Context: an optimization exercise on an open-source flow, tuned for small area. The choices shown serve that exercise and are no tape-out recipe.
Only simulation tests tie the RTL to the original design; equivalence was not proved.
Power is estimated from default activity; no workload was simulated.

[design/flow/design.v]
`timescale 1ns/1ps
package rv_isa_pkg;
  localparam int XLEN = 32;
  typedef logic [XLEN-1:0] word_t;
  typedef logic [4:0]      reg_addr_t;
  typedef enum logic [6:0] {
    OPC_OP_IMM = 7'b0010011,
    OPC_OP     = 7'b0110011,
    OPC_LUI    = 7'b0110111,
    OPC_AUIPC  = 7'b0010111,
    OPC_JAL    = 7'b1101111,
    OPC_JALR   = 7'b1100111,
    OPC_BRANCH = 7'b1100011,
    OPC_SYSTEM = 7'b1110011
  } opcode_e;
  localparam logic [6:0] FUNCT7_ALT = 7'b0100000;
  localparam logic [2:0] F3_ADD_SUB = 3'b000;
  localparam logic [2:0] F3_SLL     = 3'b001;
  localparam logic [2:0] F3_SR      = 3'b101;
  typedef struct packed {
    logic [6:0] funct7;
    reg_addr_t  rs2;
    reg_addr_t  rs1;
    logic [2:0] funct3;
    reg_addr_t  rd;
    opcode_e    opcode;
  } r_fmt_t;
  typedef struct packed {
    logic [11:0] imm_11_0;
    reg_addr_t   rs1;
    logic [2:0]  funct3;
    reg_addr_t   rd;
    opcode_e     opcode;
  } i_fmt_t;
  typedef struct packed {
    logic [6:0] imm_11_5;
    reg_addr_t  rs2;
    reg_addr_t  rs1;
    logic [2:0] funct3;
    logic [4:0] imm_4_0;
    opcode_e    opcode;
  } s_fmt_t;
  typedef struct packed {
    logic       imm_12;
    logic [5:0] imm_10_5;
    reg_addr_t  rs2;
    reg_addr_t  rs1;
    logic [2:0] funct3;
    logic [3:0] imm_4_1;
    logic       imm_11;
    opcode_e    opcode;
  } b_fmt_t;
  typedef struct packed {
    logic [19:0] imm_31_12;
    reg_addr_t   rd;
    opcode_e     opcode;
  } u_fmt_t;
  typedef struct packed {
    logic       imm_20;
    logic [9:0] imm_10_1;
    logic       imm_11;
    logic [7:0] imm_19_12;
    reg_addr_t  rd;
    opcode_e    opcode;
  } j_fmt_t;
  typedef union packed {
    r_fmt_t r;
    i_fmt_t i;
    s_fmt_t s;
    b_fmt_t b;
    u_fmt_t u;
    j_fmt_t j;
  } rv_insn_u;
endpackage
`timescale 1ns/1ps
package core_pkg;
  localparam int          NUM_REGS = 32;
  localparam logic [31:0] RESET_PC = 32'h0000_0000;
  localparam logic [31:0] PC_STEP  = 32'd4;
  typedef enum logic [3:0] {
    ALU_ADD  = 4'b0000,
    ALU_SLL  = 4'b0001,
    ALU_SLT  = 4'b0010,
    ALU_SLTU = 4'b0011,
    ALU_XOR  = 4'b0100,
    ALU_SRL  = 4'b0101,
    ALU_OR   = 4'b0110,
    ALU_AND  = 4'b0111,
    ALU_SUB  = 4'b1000,
    ALU_SRA  = 4'b1101
  } alu_op_e;
  typedef enum logic [1:0] {
    SRC_A_RS1  = 2'd0,
    SRC_A_PC   = 2'd1,
    SRC_A_ZERO = 2'd2
  } src_a_e;
  typedef enum logic [1:0] {
    SRC_B_RS2  = 2'd0,
    SRC_B_IMM  = 2'd1,
    SRC_B_STEP = 2'd2
  } src_b_e;
  typedef enum logic [1:0] {
    FLOW_SEQ    = 2'd0,
    FLOW_BRANCH = 2'd1,
    FLOW_JAL    = 2'd2,
    FLOW_JALR   = 2'd3
  } flow_e;
  typedef enum logic [2:0] {
    BR_EQ  = 3'b000,
    BR_NE  = 3'b001,
    BR_LT  = 3'b100,
    BR_GE  = 3'b101,
    BR_LTU = 3'b110,
    BR_GEU = 3'b111
  } branch_cond_e;
endpackage
`timescale 1ns/1ps
`timescale 1ns/1ps
module rv_aoi222 (
  input  logic [2:0] a,
  input  logic [2:0] b,
  output logic       y
);
  assign y = ~|(a & b);
endmodule
module rv_rf_mux_bit (
  input  logic [31:1] sel,
  input  logic [31:1] d,
  output logic        q
);
  logic [10:0] t;
  for (genvar g = 0; g < 10; g++) begin : g_aoi
    rv_aoi222 u_aoi (.a(sel[3*g+3 -: 3]), .b(d[3*g+3 -: 3]), .y(t[g]));
  end
  assign t[10] = ~(sel[31] & d[31]);
  assign q = ~&t;
endmodule
module rv_rf_read (
  input  logic [4:0]        addr,
  input  logic [32*32-1:0]  regs,
  output logic [31:0]       data
);
  logic [31:1] sel;
  for (genvar i = 1; i < 32; i++) begin : g_sel
    assign sel[i] = (addr == 5'(i));
  end
  for (genvar b = 0; b < 32; b++) begin : g_bit
    logic [31:1] d;
    for (genvar i = 1; i < 32; i++) begin : g_d
      assign d[i] = regs[i*32 + b];
    end
    rv_rf_mux_bit u_mux (.sel(sel), .d(d), .q(data[b]));
  end
endmodule
`timescale 1ns/1ps
module rv_alu (
  input  logic [31:0] op_a,        
  input  logic [31:0] op_b,        
  input  logic        inv_b,
  input  logic [2:0]  f3,
  input  logic        alt,
  input  logic [31:0] imm_u,
  input  logic [31:1] pc_imm,
  input  logic [31:1] pc_plus4,
  input  logic        sel_alu,
  input  logic        sel_lui,
  input  logic        sel_auipc,
  input  logic        sel_link,
  output logic [31:0] sum,
  output logic [31:0] result,
  output logic        taken        
);
  logic [31:0] op_bx, p, g;
  logic        cout;
  assign op_bx = op_b ^ {32{inv_b}};
  rv_add32 u_add (.a(op_a), .b(op_bx), .cin(inv_b), .sum(sum), .cout(cout), .p(p), .g(g));
  logic lt_s, lt_u, eq;
  assign lt_u = ~cout;
  assign lt_s = (op_a[31] ^ op_b[31]) ? op_a[31] : sum[31];
  assign eq   = &p;
  always_comb begin
    case (f3[2:1])
      2'b00:   taken = eq;
      2'b10:   taken = lt_s;
      default: taken = lt_u;
    endcase
    taken = taken ^ f3[0];
  end
  logic [31:0] sh_in, sh_out;
  logic        sh_left, sh_fill;
  assign sh_left = ~f3[2];
  assign sh_fill = alt & op_a[31];
  always_comb begin
    for (int k = 0; k < 32; k++) sh_in[k] = sh_left ? op_a[31-k] : op_a[k];
  end
  assign sh_out = 32'($signed({sh_fill, sh_in}) >>> op_b[4:0]);
  logic s_sum, s_sll, s_sr, s_p, s_g, s_lt;
  assign s_sum = sel_alu & (f3 == 3'b000);
  assign s_sll = sel_alu & (f3 == 3'b001);
  assign s_lt  = sel_alu & (f3[2:1] == 2'b01);
  assign s_sr  = sel_alu & (f3 == 3'b101);
  assign s_p   = sel_alu & ((f3 == 3'b100) | (f3 == 3'b110));
  assign s_g   = sel_alu & ((f3 == 3'b110) | (f3 == 3'b111));
  always_comb begin
    for (int k = 0; k < 32; k++) begin
      result[k] = (s_sum & sum[k]) | (s_sll & sh_out[31-k]) | (s_sr & sh_out[k]) |
                  (s_p & p[k]) | (s_g & g[k]) | (sel_lui & imm_u[k]) |
                  (sel_auipc & ((k == 0) ? 1'b0 : pc_imm[k])) |
                  (sel_link & ((k == 0) ? 1'b0 : pc_plus4[k]));
    end
    result[0] = result[0] | (s_lt & (f3[0] ? lt_u : lt_s));
  end
endmodule
module rv_add32 (
  input  logic [31:0] a,
  input  logic [31:0] b,
  input  logic        cin,
  output logic [31:0] sum,
  output logic        cout,
  output logic [31:0] p,
  output logic [31:0] g
);
  assign p = a ^ b;
  assign g = a & b;
  logic g0c;
  assign g0c = g[0] | (p[0] & cin);
  logic gn0;
  assign gn0 = g[1] | (p[1] & g0c);
  logic gn1;
  assign gn1 = g[3] | (p[3] & g[2]);
  logic pn1;
  assign pn1 = p[3] & p[2];
  logic gn2;
  assign gn2 = g[5] | (p[5] & g[4]);
  logic pn2;
  assign pn2 = p[5] & p[4];
  logic gn3;
  assign gn3 = g[7] | (p[7] & g[6]);
  logic pn3;
  assign pn3 = p[7] & p[6];
  logic gn4;
  assign gn4 = g[9] | (p[9] & g[8]);
  logic pn4;
  assign pn4 = p[9] & p[8];
  logic gn5;
  assign gn5 = g[11] | (p[11] & g[10]);
  logic pn5;
  assign pn5 = p[11] & p[10];
  logic gn6;
  assign gn6 = g[13] | (p[13] & g[12]);
  logic pn6;
  assign pn6 = p[13] & p[12];
  logic gn7;
  assign gn7 = g[15] | (p[15] & g[14]);
  logic pn7;
  assign pn7 = p[15] & p[14];
  logic gn8;
  assign gn8 = g[17] | (p[17] & g[16]);
  logic pn8;
  assign pn8 = p[17] & p[16];
  logic gn9;
  assign gn9 = g[19] | (p[19] & g[18]);
  logic pn9;
  assign pn9 = p[19] & p[18];
  logic gn10;
  assign gn10 = g[21] | (p[21] & g[20]);
  logic pn10;
  assign pn10 = p[21] & p[20];
  logic gn11;
  assign gn11 = g[23] | (p[23] & g[22]);
  logic pn11;
  assign pn11 = p[23] & p[22];
  logic gn12;
  assign gn12 = g[25] | (p[25] & g[24]);
  logic pn12;
  assign pn12 = p[25] & p[24];
  logic gn13;
  assign gn13 = g[27] | (p[27] & g[26]);
  logic pn13;
  assign pn13 = p[27] & p[26];
  logic gn14;
  assign gn14 = g[29] | (p[29] & g[28]);
  logic pn14;
  assign pn14 = p[29] & p[28];
  logic gn15;
  assign gn15 = g[31] | (p[31] & g[30]);
  logic pn15;
  assign pn15 = p[31] & p[30];
  logic gn16;
  assign gn16 = gn1 | (pn1 & gn0);
  logic gn17;
  assign gn17 = gn3 | (pn3 & gn2);
  logic pn17;
  assign pn17 = pn3 & pn2;
  logic gn18;
  assign gn18 = gn5 | (pn5 & gn4);
  logic pn18;
  assign pn18 = pn5 & pn4;
  logic gn19;
  assign gn19 = gn7 | (pn7 & gn6);
  logic pn19;
  assign pn19 = pn7 & pn6;
  logic gn20;
  assign gn20 = gn9 | (pn9 & gn8);
  logic pn20;
  assign pn20 = pn9 & pn8;
  logic gn21;
  assign gn21 = gn11 | (pn11 & gn10);
  logic pn21;
  assign pn21 = pn11 & pn10;
  logic gn22;
  assign gn22 = gn13 | (pn13 & gn12);
  logic pn22;
  assign pn22 = pn13 & pn12;
  logic gn23;
  assign gn23 = gn15 | (pn15 & gn14);
  logic pn23;
  assign pn23 = pn15 & pn14;
  logic gn24;
  assign gn24 = gn17 | (pn17 & gn16);
  logic gn25;
  assign gn25 = gn19 | (pn19 & gn18);
  logic pn25;
  assign pn25 = pn19 & pn18;
  logic gn26;
  assign gn26 = gn21 | (pn21 & gn20);
  logic pn26;
  assign pn26 = pn21 & pn20;
  logic gn27;
  assign gn27 = gn23 | (pn23 & gn22);
  logic pn27;
  assign pn27 = pn23 & pn22;
  logic gn28;
  assign gn28 = gn25 | (pn25 & gn24);
  logic gn29;
  assign gn29 = gn27 | (pn27 & gn26);
  logic pn29;
  assign pn29 = pn27 & pn26;
  logic gn30;
  assign gn30 = gn29 | (pn29 & gn28);
  logic gn31;
  assign gn31 = gn26 | (pn26 & gn28);
  logic gn32;
  assign gn32 = gn18 | (pn18 & gn24);
  logic gn33;
  assign gn33 = gn20 | (pn20 & gn28);
  logic gn34;
  assign gn34 = gn22 | (pn22 & gn31);
  logic gn35;
  assign gn35 = gn2 | (pn2 & gn16);
  logic gn36;
  assign gn36 = gn4 | (pn4 & gn24);
  logic gn37;
  assign gn37 = gn6 | (pn6 & gn32);
  logic gn38;
  assign gn38 = gn8 | (pn8 & gn28);
  logic gn39;
  assign gn39 = gn10 | (pn10 & gn33);
  logic gn40;
  assign gn40 = gn12 | (pn12 & gn31);
  logic gn41;
  assign gn41 = gn14 | (pn14 & gn34);
  logic gn42;
  assign gn42 = g[2] | (p[2] & gn0);
  logic gn43;
  assign gn43 = g[4] | (p[4] & gn16);
  logic gn44;
  assign gn44 = g[6] | (p[6] & gn35);
  logic gn45;
  assign gn45 = g[8] | (p[8] & gn24);
  logic gn46;
  assign gn46 = g[10] | (p[10] & gn36);
  logic gn47;
  assign gn47 = g[12] | (p[12] & gn32);
  logic gn48;
  assign gn48 = g[14] | (p[14] & gn37);
  logic gn49;
  assign gn49 = g[16] | (p[16] & gn28);
  logic gn50;
  assign gn50 = g[18] | (p[18] & gn38);
  logic gn51;
  assign gn51 = g[20] | (p[20] & gn33);
  logic gn52;
  assign gn52 = g[22] | (p[22] & gn39);
  logic gn53;
  assign gn53 = g[24] | (p[24] & gn31);
  logic gn54;
  assign gn54 = g[26] | (p[26] & gn40);
  logic gn55;
  assign gn55 = g[28] | (p[28] & gn34);
  logic gn56;
  assign gn56 = g[30] | (p[30] & gn41);
  logic [32:0] c;
  assign c[0] = cin;
  assign c[1] = g0c;
  assign c[2] = gn0;
  assign c[3] = gn42;
  assign c[4] = gn16;
  assign c[5] = gn43;
  assign c[6] = gn35;
  assign c[7] = gn44;
  assign c[8] = gn24;
  assign c[9] = gn45;
  assign c[10] = gn36;
  assign c[11] = gn46;
  assign c[12] = gn32;
  assign c[13] = gn47;
  assign c[14] = gn37;
  assign c[15] = gn48;
  assign c[16] = gn28;
  assign c[17] = gn49;
  assign c[18] = gn38;
  assign c[19] = gn50;
  assign c[20] = gn33;
  assign c[21] = gn51;
  assign c[22] = gn39;
  assign c[23] = gn52;
  assign c[24] = gn31;
  assign c[25] = gn53;
  assign c[26] = gn40;
  assign c[27] = gn54;
  assign c[28] = gn34;
  assign c[29] = gn55;
  assign c[30] = gn41;
  assign c[31] = gn56;
  assign c[32] = gn30;
  assign sum = p ^ c[31:0];
  assign cout = c[32];
endmodule
`timescale 1ns/1ps
module rv_pc_unit (
  input  logic [31:1] pc,
  input  logic [31:1] imm,
  input  logic [31:1] jalr_target,
  input  logic        take_imm,
  input  logic        take_jalr,
  input  logic        rst,
  output logic [31:1] pc_plus4,
  output logic [31:1] pc_imm,
  output logic [31:1] pc_next
);
  logic [31:2] c;
  assign c[2] = 1'b1;
  for (genvar i = 2; i < 31; i++) begin : g_inc
    assign c[i+1] = c[i] & pc[i];
  end
  assign pc_plus4 = {pc[31:2] ^ c[31:2], pc[1]};
  logic unused_cout;
  logic [31:1] unused_p, unused_g;
  rv_add31 u_add (.a(pc), .b(imm), .cin(1'b0), .sum(pc_imm), .cout(unused_cout), .p(unused_p), .g(unused_g));
  logic s_jalr, s_imm, s_seq;
  assign s_jalr = take_jalr & ~rst;
  assign s_imm  = take_imm & ~take_jalr & ~rst;
  assign s_seq  = ~take_imm & ~take_jalr & ~rst;
  assign pc_next = ({31{s_jalr}} & jalr_target) | ({31{s_imm}} & pc_imm) | ({31{s_seq}} & pc_plus4);
endmodule
module rv_add31 (
  input  logic [30:0] a,
  input  logic [30:0] b,
  input  logic        cin,
  output logic [30:0] sum,
  output logic        cout,
  output logic [30:0] p,
  output logic [30:0] g
);
  assign p = a ^ b;
  assign g = a & b;
  logic g0c;
  assign g0c = g[0] | (p[0] & cin);
  logic gn0;
  assign gn0 = g[1] | (p[1] & g0c);
  logic gn1;
  assign gn1 = g[3] | (p[3] & g[2]);
  logic pn1;
  assign pn1 = p[3] & p[2];
  logic gn2;
  assign gn2 = g[5] | (p[5] & g[4]);
  logic pn2;
  assign pn2 = p[5] & p[4];
  logic gn3;
  assign gn3 = g[7] | (p[7] & g[6]);
  logic pn3;
  assign pn3 = p[7] & p[6];
  logic gn4;
  assign gn4 = g[9] | (p[9] & g[8]);
  logic pn4;
  assign pn4 = p[9] & p[8];
  logic gn5;
  assign gn5 = g[11] | (p[11] & g[10]);
  logic pn5;
  assign pn5 = p[11] & p[10];
  logic gn6;
  assign gn6 = g[13] | (p[13] & g[12]);
  logic pn6;
  assign pn6 = p[13] & p[12];
  logic gn7;
  assign gn7 = g[15] | (p[15] & g[14]);
  logic pn7;
  assign pn7 = p[15] & p[14];
  logic gn8;
  assign gn8 = g[17] | (p[17] & g[16]);
  logic pn8;
  assign pn8 = p[17] & p[16];
  logic gn9;
  assign gn9 = g[19] | (p[19] & g[18]);
  logic pn9;
  assign pn9 = p[19] & p[18];
  logic gn10;
  assign gn10 = g[21] | (p[21] & g[20]);
  logic pn10;
  assign pn10 = p[21] & p[20];
  logic gn11;
  assign gn11 = g[23] | (p[23] & g[22]);
  logic pn11;
  assign pn11 = p[23] & p[22];
  logic gn12;
  assign gn12 = g[25] | (p[25] & g[24]);
  logic pn12;
  assign pn12 = p[25] & p[24];
  logic gn13;
  assign gn13 = g[27] | (p[27] & g[26]);
  logic pn13;
  assign pn13 = p[27] & p[26];
  logic gn14;
  assign gn14 = g[29] | (p[29] & g[28]);
  logic pn14;
  assign pn14 = p[29] & p[28];
  logic gn15;
  assign gn15 = gn1 | (pn1 & gn0);
  logic gn16;
  assign gn16 = gn3 | (pn3 & gn2);
  logic pn16;
  assign pn16 = pn3 & pn2;
  logic gn17;
  assign gn17 = gn5 | (pn5 & gn4);
  logic pn17;
  assign pn17 = pn5 & pn4;
  logic gn18;
  assign gn18 = gn7 | (pn7 & gn6);
  logic pn18;
  assign pn18 = pn7 & pn6;
  logic gn19;
  assign gn19 = gn9 | (pn9 & gn8);
  logic pn19;
  assign pn19 = pn9 & pn8;
  logic gn20;
  assign gn20 = gn11 | (pn11 & gn10);
  logic pn20;
  assign pn20 = pn11 & pn10;
  logic gn21;
  assign gn21 = gn13 | (pn13 & gn12);
  logic pn21;
  assign pn21 = pn13 & pn12;
  logic gn22;
  assign gn22 = gn16 | (pn16 & gn15);
  logic gn23;
  assign gn23 = gn18 | (pn18 & gn17);
  logic pn23;
  assign pn23 = pn18 & pn17;
  logic gn24;
  assign gn24 = gn20 | (pn20 & gn19);
  logic pn24;
  assign pn24 = pn20 & pn19;
  logic gn25;
  assign gn25 = gn23 | (pn23 & gn22);
  logic gn26;
  assign gn26 = gn24 | (pn24 & gn25);
  logic gn27;
  assign gn27 = gn17 | (pn17 & gn22);
  logic gn28;
  assign gn28 = gn19 | (pn19 & gn25);
  logic gn29;
  assign gn29 = gn21 | (pn21 & gn26);
  logic gn30;
  assign gn30 = gn2 | (pn2 & gn15);
  logic gn31;
  assign gn31 = gn4 | (pn4 & gn22);
  logic gn32;
  assign gn32 = gn6 | (pn6 & gn27);
  logic gn33;
  assign gn33 = gn8 | (pn8 & gn25);
  logic gn34;
  assign gn34 = gn10 | (pn10 & gn28);
  logic gn35;
  assign gn35 = gn12 | (pn12 & gn26);
  logic gn36;
  assign gn36 = gn14 | (pn14 & gn29);
  logic gn37;
  assign gn37 = g[2] | (p[2] & gn0);
  logic gn38;
  assign gn38 = g[4] | (p[4] & gn15);
  logic gn39;
  assign gn39 = g[6] | (p[6] & gn30);
  logic gn40;
  assign gn40 = g[8] | (p[8] & gn22);
  logic gn41;
  assign gn41 = g[10] | (p[10] & gn31);
  logic gn42;
  assign gn42 = g[12] | (p[12] & gn27);
  logic gn43;
  assign gn43 = g[14] | (p[14] & gn32);
  logic gn44;
  assign gn44 = g[16] | (p[16] & gn25);
  logic gn45;
  assign gn45 = g[18] | (p[18] & gn33);
  logic gn46;
  assign gn46 = g[20] | (p[20] & gn28);
  logic gn47;
  assign gn47 = g[22] | (p[22] & gn34);
  logic gn48;
  assign gn48 = g[24] | (p[24] & gn26);
  logic gn49;
  assign gn49 = g[26] | (p[26] & gn35);
  logic gn50;
  assign gn50 = g[28] | (p[28] & gn29);
  logic gn51;
  assign gn51 = g[30] | (p[30] & gn36);
  logic [31:0] c;
  assign c[0] = cin;
  assign c[1] = g0c;
  assign c[2] = gn0;
  assign c[3] = gn37;
  assign c[4] = gn15;
  assign c[5] = gn38;
  assign c[6] = gn30;
  assign c[7] = gn39;
  assign c[8] = gn22;
  assign c[9] = gn40;
  assign c[10] = gn31;
  assign c[11] = gn41;
  assign c[12] = gn27;
  assign c[13] = gn42;
  assign c[14] = gn32;
  assign c[15] = gn43;
  assign c[16] = gn25;
  assign c[17] = gn44;
  assign c[18] = gn33;
  assign c[19] = gn45;
  assign c[20] = gn28;
  assign c[21] = gn46;
  assign c[22] = gn34;
  assign c[23] = gn47;
  assign c[24] = gn26;
  assign c[25] = gn48;
  assign c[26] = gn35;
  assign c[27] = gn49;
  assign c[28] = gn29;
  assign c[29] = gn50;
  assign c[30] = gn36;
  assign c[31] = gn51;
  assign sum = p ^ c[30:0];
  assign cout = c[31];
endmodule
`timescale 1ns/1ps
module rv_core_top (
  input  logic        clk,
  input  logic        rst,
  input  logic [31:0] insn_from_imem,
  output logic [31:0] pc_to_imem,
  output logic        halt,
  output logic [31:0] trace_completed_pc,
  output logic [31:0] trace_completed_insn,
  output logic        trace_rd_we,
  output logic [4:0]  trace_rd,
  output logic [31:0] trace_rd_data
);
  logic [31:0] insn;
  assign insn = insn_from_imem;
  logic [6:0] opc;
  logic [2:0] f3;
  logic [6:0] f7;
  logic [4:0] rs1, rs2, rd;
  assign opc = insn[6:0];
  assign f3  = insn[14:12];
  assign f7  = insn[31:25];
  assign rd  = insn[11:7];
  assign rs1 = insn[19:15];
  assign rs2 = insn[24:20];
  logic is_op, is_opimm, is_lui, is_auipc, is_jal, is_jalr, is_br, is_sys, is_alu;
  assign is_op    = (opc == 7'b0110011);
  assign is_opimm = (opc == 7'b0010011);
  assign is_lui   = (opc == 7'b0110111);
  assign is_auipc = (opc == 7'b0010111);
  assign is_jal   = (opc == 7'b1101111);
  assign is_jalr  = (opc == 7'b1100111) && (f3 == 3'b000);
  assign is_br    = (opc == 7'b1100011) && (f3[2:1] != 2'b01);
  assign is_sys   = (opc == 7'b1110011);
  assign is_alu   = is_op | is_opimm;
  logic f7_zero, f7_alt, alu_ok;
  assign f7_zero = (f7 == 7'b0000000);
  assign f7_alt  = (f7 == 7'b0100000);
  always_comb begin
    if (is_op)               alu_ok = f7_zero | (f7_alt & ((f3 == 3'b000) | (f3 == 3'b101)));
    else if (f3 == 3'b001)   alu_ok = f7_zero;
    else if (f3 == 3'b101)   alu_ok = f7_zero | f7_alt;
    else                     alu_ok = 1'b1;
  end
  logic wen;
  assign wen = is_lui | is_auipc | is_jal | is_jalr | (is_alu & alu_ok);
  assign trace_rd_we = wen && !rst && (rd != 5'd0);
  assign halt        = is_sys && (insn[31:7] == 25'd0) && !rst;
  logic [31:0] imm_i, imm_b, imm_u, imm_j;
  assign imm_i = {{20{insn[31]}}, insn[31:20]};
  assign imm_b = {{19{insn[31]}}, insn[31], insn[7], insn[30:25], insn[11:8], 1'b0};
  assign imm_u = {insn[31:12], 12'b0};
  assign imm_j = {{11{insn[31]}}, insn[31], insn[19:12], insn[20], insn[30:21], 1'b0};
  logic [31:0] result;
  logic [31:0] wdata;
  logic [32*32-1:0] rf;
  assign rf[31:0] = 32'd0;
  assign wdata = result;
  for (genvar i = 1; i < 32; i++) begin : g_reg
    logic [31:0] q;
    always_ff @(posedge clk) begin
      if (rst || (wen && (rd == 5'(i)))) q <= wdata;
    end
    assign rf[i*32 +: 32] = q;
  end
  logic [31:0] rs1_data, rs2_data;
  rv_rf_read u_rd1 (.addr(rs1), .regs(rf), .data(rs1_data));
  rv_rf_read u_rd2 (.addr(rs2), .regs(rf), .data(rs2_data));
  logic [31:0] op_b, sum;
  logic        inv_b, taken;
  assign op_b  = (is_op | is_br) ? rs2_data : imm_i;
  assign inv_b = is_br | (is_alu & (f3[2:1] == 2'b01)) | (is_op & (f3 == 3'b000) & f7[5]);
  logic [31:1] pc_q, pc_imm, pc_plus4, pc_next;
  logic [31:0] imm_pc;
  always_comb begin
    if (is_jal)        imm_pc = imm_j;
    else if (is_auipc) imm_pc = imm_u;
    else               imm_pc = imm_b;
  end
  rv_pc_unit u_pc_unit (
    .pc          (pc_q),
    .imm         (imm_pc[31:1]),
    .jalr_target (sum[31:1]),
    .take_imm    (is_jal | (is_br & taken)),
    .take_jalr   (is_jalr),
    .rst         (rst),
    .pc_plus4    (pc_plus4),
    .pc_imm      (pc_imm),
    .pc_next     (pc_next)
  );
  always_ff @(posedge clk) begin
    pc_q <= pc_next;
  end
  rv_alu u_alu (
    .op_a      (rs1_data),
    .op_b      (op_b),
    .inv_b     (inv_b),
    .f3        (f3),
    .alt       (f7[5]),
    .imm_u     (imm_u),
    .pc_imm    (pc_imm),
    .pc_plus4  (pc_plus4),
    .sel_alu   (is_alu & !rst),
    .sel_lui   (is_lui & !rst),
    .sel_auipc (is_auipc & !rst),
    .sel_link  ((is_jal | is_jalr) & !rst),
    .sum       (sum),
    .result    (result),
    .taken     (taken)
  );
  assign pc_to_imem           = {pc_q, 1'b0};
  assign trace_completed_pc   = {pc_q, 1'b0};
  assign trace_completed_insn = insn;
  assign trace_rd             = rd;
  assign trace_rd_data        = result;
endmodule
[design/flow/flow/run.sh]
#!/bin/bash
set -euo pipefail
export BUFFER_PORTS_ARGS="-buffer_cell sky130_fd_sc_hd__buf_1"
export CTS_ARGS="-sink_clustering_enable -repair_clock_nets -dont_use_dummy_load -buf_list sky130_fd_sc_hd__clkbuf_16 -sink_clustering_size 24 -sink_clustering_max_diameter 80"
bash standard.sh > flow_make.log 2>&1
[design/flow/standard.sh]
#!/bin/bash
# synth_recipe.tcl (not shown) runs the flow's synth.tcl, then flattens the netlist and writes it again
# the make line also repeats each setting of config.mk as NAME=value (left out here)
make -C /OpenROAD-flow-scripts/flow DESIGN_CONFIG=/design/flow/config.mk WORK_HOME=/design/flow/orfs CLKGATE_MAP_FILE= SYNTH_SCRIPT=/design/flow/synth_recipe.tcl "${@:-finish}"
[design/flow/config.mk]
export PLATFORM = sky130hd
export DESIGN_NAME = rv_core_top
export DESIGN_NICKNAME = rv_core_top
export VERILOG_FILES = /design/flow/design.v
export SDC_FILE = /design/flow/constraint.sdc
export NUM_CORES = 4
export LEC_CHECK = 0
export CAP_MARGIN = 20
export CORE_MARGIN = 2
export CORE_UTILIZATION = 40
export SETUP_SLACK_MARGIN = 0.1
export SLEW_MARGIN = 20
export SYNTH_HIERARCHICAL = 1
[design/flow/constraint.sdc]
create_clock -name core_clock -period 12.0 [get_ports {clk}]
set_input_delay 2.4000 -clock core_clock [delete_from_list [all_inputs] [get_ports {clk}]]
set_output_delay 2.4000 -clock core_clock [all_outputs]
set_load 0.01 [all_outputs]
==> results.sh <==
export IMPL_antenna_found_initial=9
export IMPL_holdWs_ns=0.663
export IMPL_drv_cap=0
export IMPL_routedWlPerCell_microns=39.4
export IMPL_grt_overflow=0
export IMPL_portBuffers=166
export IMPL_postRouteAntennaNets=0
export IMPL_layout_drive_gt1_share_pct=14.0
export IMPL_cts_path_max_buffers=3
export IMPL_hp_class="register to register"
export IMPL_drt_wl_total_microns=209000
export IMPL_finalHoldViolCount=0
export IMPL_num_vias=39700
export IMPL_cp_arrival_ns=9.23
export IMPL_critPathSlowestCell="nor2_4"
export IMPL_cts_resized=0
export IMPL_fin_setup_tns_ns=0
export IMPL_worst_setup_path_end_kind="primary output"
export IMPL_p_per_area_mw_per_mm2=127
export IMPL_drtIter0Drc=9936
export IMPL_cp_required_ns=9.60
export IMPL_fmax_mhz=86.0
export IMPL_dr_pass1_iters=14
export IMPL_post_cts_setup_buffers=0
export IMPL_clkTransAtPathRegs_ns=0.07
export IMPL_slew_viol_final=0
export IMPL_cp_max_fo=20
export IMPL_via_per_inst=7.49
export IMPL_setup_viol=0
export IMPL_die_w_microns=356
export IMPL_status="finished clean"
export IMPL_worst_slew_pin_slew_ns=1.17
export IMPL_numCtsBuffers=54
export IMPL_dp_hpwl_microns=141000
export IMPL_critPathTopFamily="simple AND/OR/NAND/NOR gates"
export IMPL_slowest_delay_ns=0.98
export IMPL_cts_root_buffer="clkbuf_16"
export IMPL_netlist_area_sq_mm=0.0497
export IMPL_row_count=129
export IMPL_start_util_pct=40.2
export IMPL_routabilityCongestion=1.10
export IMPL_p_leak_nw=19.4
export IMPL_clk_latency_ns=0.71
export IMPL_grt_max_degree=70
export IMPL_grt_pass1_vias=36700
export IMPL_fin_crit_sh_pct=96.9
export IMPL_fin_nets=3812
export IMPL_crit_buf_inv=3
export IMPL_fp_coreArea_sq_mm=0.123
export IMPL_clock_skew_ns=0.116
export IMPL_cts_hold_buf=0
export IMPL_rsz0062_at_grt="no"
export IMPL_ios=169
export IMPL_clkSinkCount=1023
export IMPL_yosys_warnings=8
export IMPL_worstSetupStartpointType="input port"
export IMPL_die_h_microns=356
export IMPL_syn_inst=3371
export IMPL_vdd_drop_max_v=0.000122
export IMPL_max_slew_margin_pct=21.9
export IMPL_crit_chain="buf_1 > nand3b_1 > nor2_4 > buf_4 > a222oi_1 > nand4_1 > a2111o_1 > a21o_1 > xor2_1 > ha_1 > a21oi_1 > o21ai_0 > a32o_2 > o21ai_1 > nand2b_1 > fa_1 > xor2_1 > a22oi_1 > o21ai_0 > nand2_1 > o211ai_1 > or4_1 > buf_1"
export IMPL_cts_tree="built"
export IMPL_track_usage_pct=31.7
export IMPL_area_growth_pct=11.4
export IMPL_path_class="input port to primary output"
export IMPL_avgSynthCellArea_sq_um=14.7
export IMPL_grt_pass1_wl_microns=286000
export IMPL_fin_crit_ns=11.63
export IMPL_htree_levels=2
export IMPL_post_route_drc_count=0
export IMPL_die_area_sq_mm=0.127
## per-stage QoR
| step | utilization, % | power [mW] | instance area, sq um | cells | setup WS (ns) |
|---|---|---|---|---|---|
| floorplan | - | 4.74 | 49700 | 3384 | 0.730 |
| global placement | 43.7 | 5.19 | 54000 | 5237 | 0.695 |
| detailed placement | 43.7 | 5.19 | 54000 | 5237 | 0.723 |
| CTS | 44.8 | 7.02 | 55400 | 5291 | 0.696 |
| global route | 44.8 | 7.21 | 55400 | 5291 | 0.235 |
| finish | 44.8 | 7.05 | 55400 | 5295 | 0.367 |
## metal layers
layer,up-vias,GRT usage (%),share of wire [%]
met1,19800,42.7,36
met5,-,0,0.053
met4,8,18.7,7.0
met2,3599,45.9,42
li1,15700,-,-
met3,569,8.59,15
## placed cells by master, fill, tap and decap left out, types with 11 or more instances in the layout
master / instances
edfxtp_1: 992
a222oi_1: 671
buf_4: 208
nand2_1: 180
buf_1: 164
nand4_1: 142
ha_1: 88
nor2_1: 79
mux2i_1: 66
a2111o_1: 64
inv_1: 57
a21o_1: 54
clkbuf_16: 54
xor2_1: 53
nor2_4: 48
nor2b_1: 40
a22oi_1: 37
a21oi_1: 36
o211ai_1: 36
fa_1: 34
o21ai_0: 32
a211oi_1: 31
o21bai_4: 31
dfxtp_1: 31
mux4_2: 27
nand3_1: 25
nor3_1: 21
mux2_2: 18
nor2_2: 17
mux2_1: 17
nand2b_1: 16
conb_1: 15
buf_12: 15
o22ai_1: 14
a211oi_2: 12
xnor2_1: 11
## worst min-delay path, stage by stage (launching register included)
cell and delay, ns:
dfxtp_1 0.36, mux2i_1 0.17, a211oi_1 0.09
## cell type report
cell class | instances | area (sq um)
timing repair buffer | 389 | 2490
multi-input combinational | 2129 | 18800
sequential | 1023 | 30400
antenna | 4 | 10.0
tap | 1637 | 2050
clock buffer | 54 | 1350
inverter | 59 | 221
fill | 10900 | 68100
## state kept, by name (all words and copies together) (netlist names)
register	count
pc_q	31
g.q	992
## worst paths after layout
path,from,end,slack [ns],cells past startpoint
setup / recovery,insn_from_imem[21],trace_rd_data[25],0.37,23
hold / removal,pc_q[1]$_DFF_P_,pc_q[1]$_DFF_P_,0.66,2
setup reg to reg,pc_q[2]$_DFF_P_,g_reg[9].q[29]$_DFFE_PP_,4.17,34
hold reg to reg,pc_q[1]$_DFF_P_,pc_q[1]$_DFF_P_,0.66,2
## where the power goes
group	total, mW	internal (mW)	switching, mW	leakage (nW)
clock network	1.89	0.797	1.09	0.665
logic	1.05	0.313	0.732	8.22
registers	4.12	4.04	0.0747	10.5

static timing again, ports no longer ideal:
The results above use ideal ports. As a check the final layout listed here was re-extracted and re-timed, cells and wires unchanged. Step 1 assumes that a clkbuf_16 drives the clock port and a buf_2 every other input. Step 2, shift: input delay + t, output delay - t, t = (earliest + latest rising clock arrival at the registers) / 2. This alone moves slack from input paths to output paths. Slacks: no drivers / after step 1 / after step 2; pairs: no drivers / after step 1.
t (ns): 0.727
setup slack, ns: 0.367 / 0.324 / 0.324
hold slack, ns: 0.663 / 0.663 / 0.663
worst data-port slew with drivers (ns): 0.06
After both steps setup and hold are still met in this run. For this run, drivers alone change the setup slack by -0.043 ns; drivers and shift together by -0.043 ns.
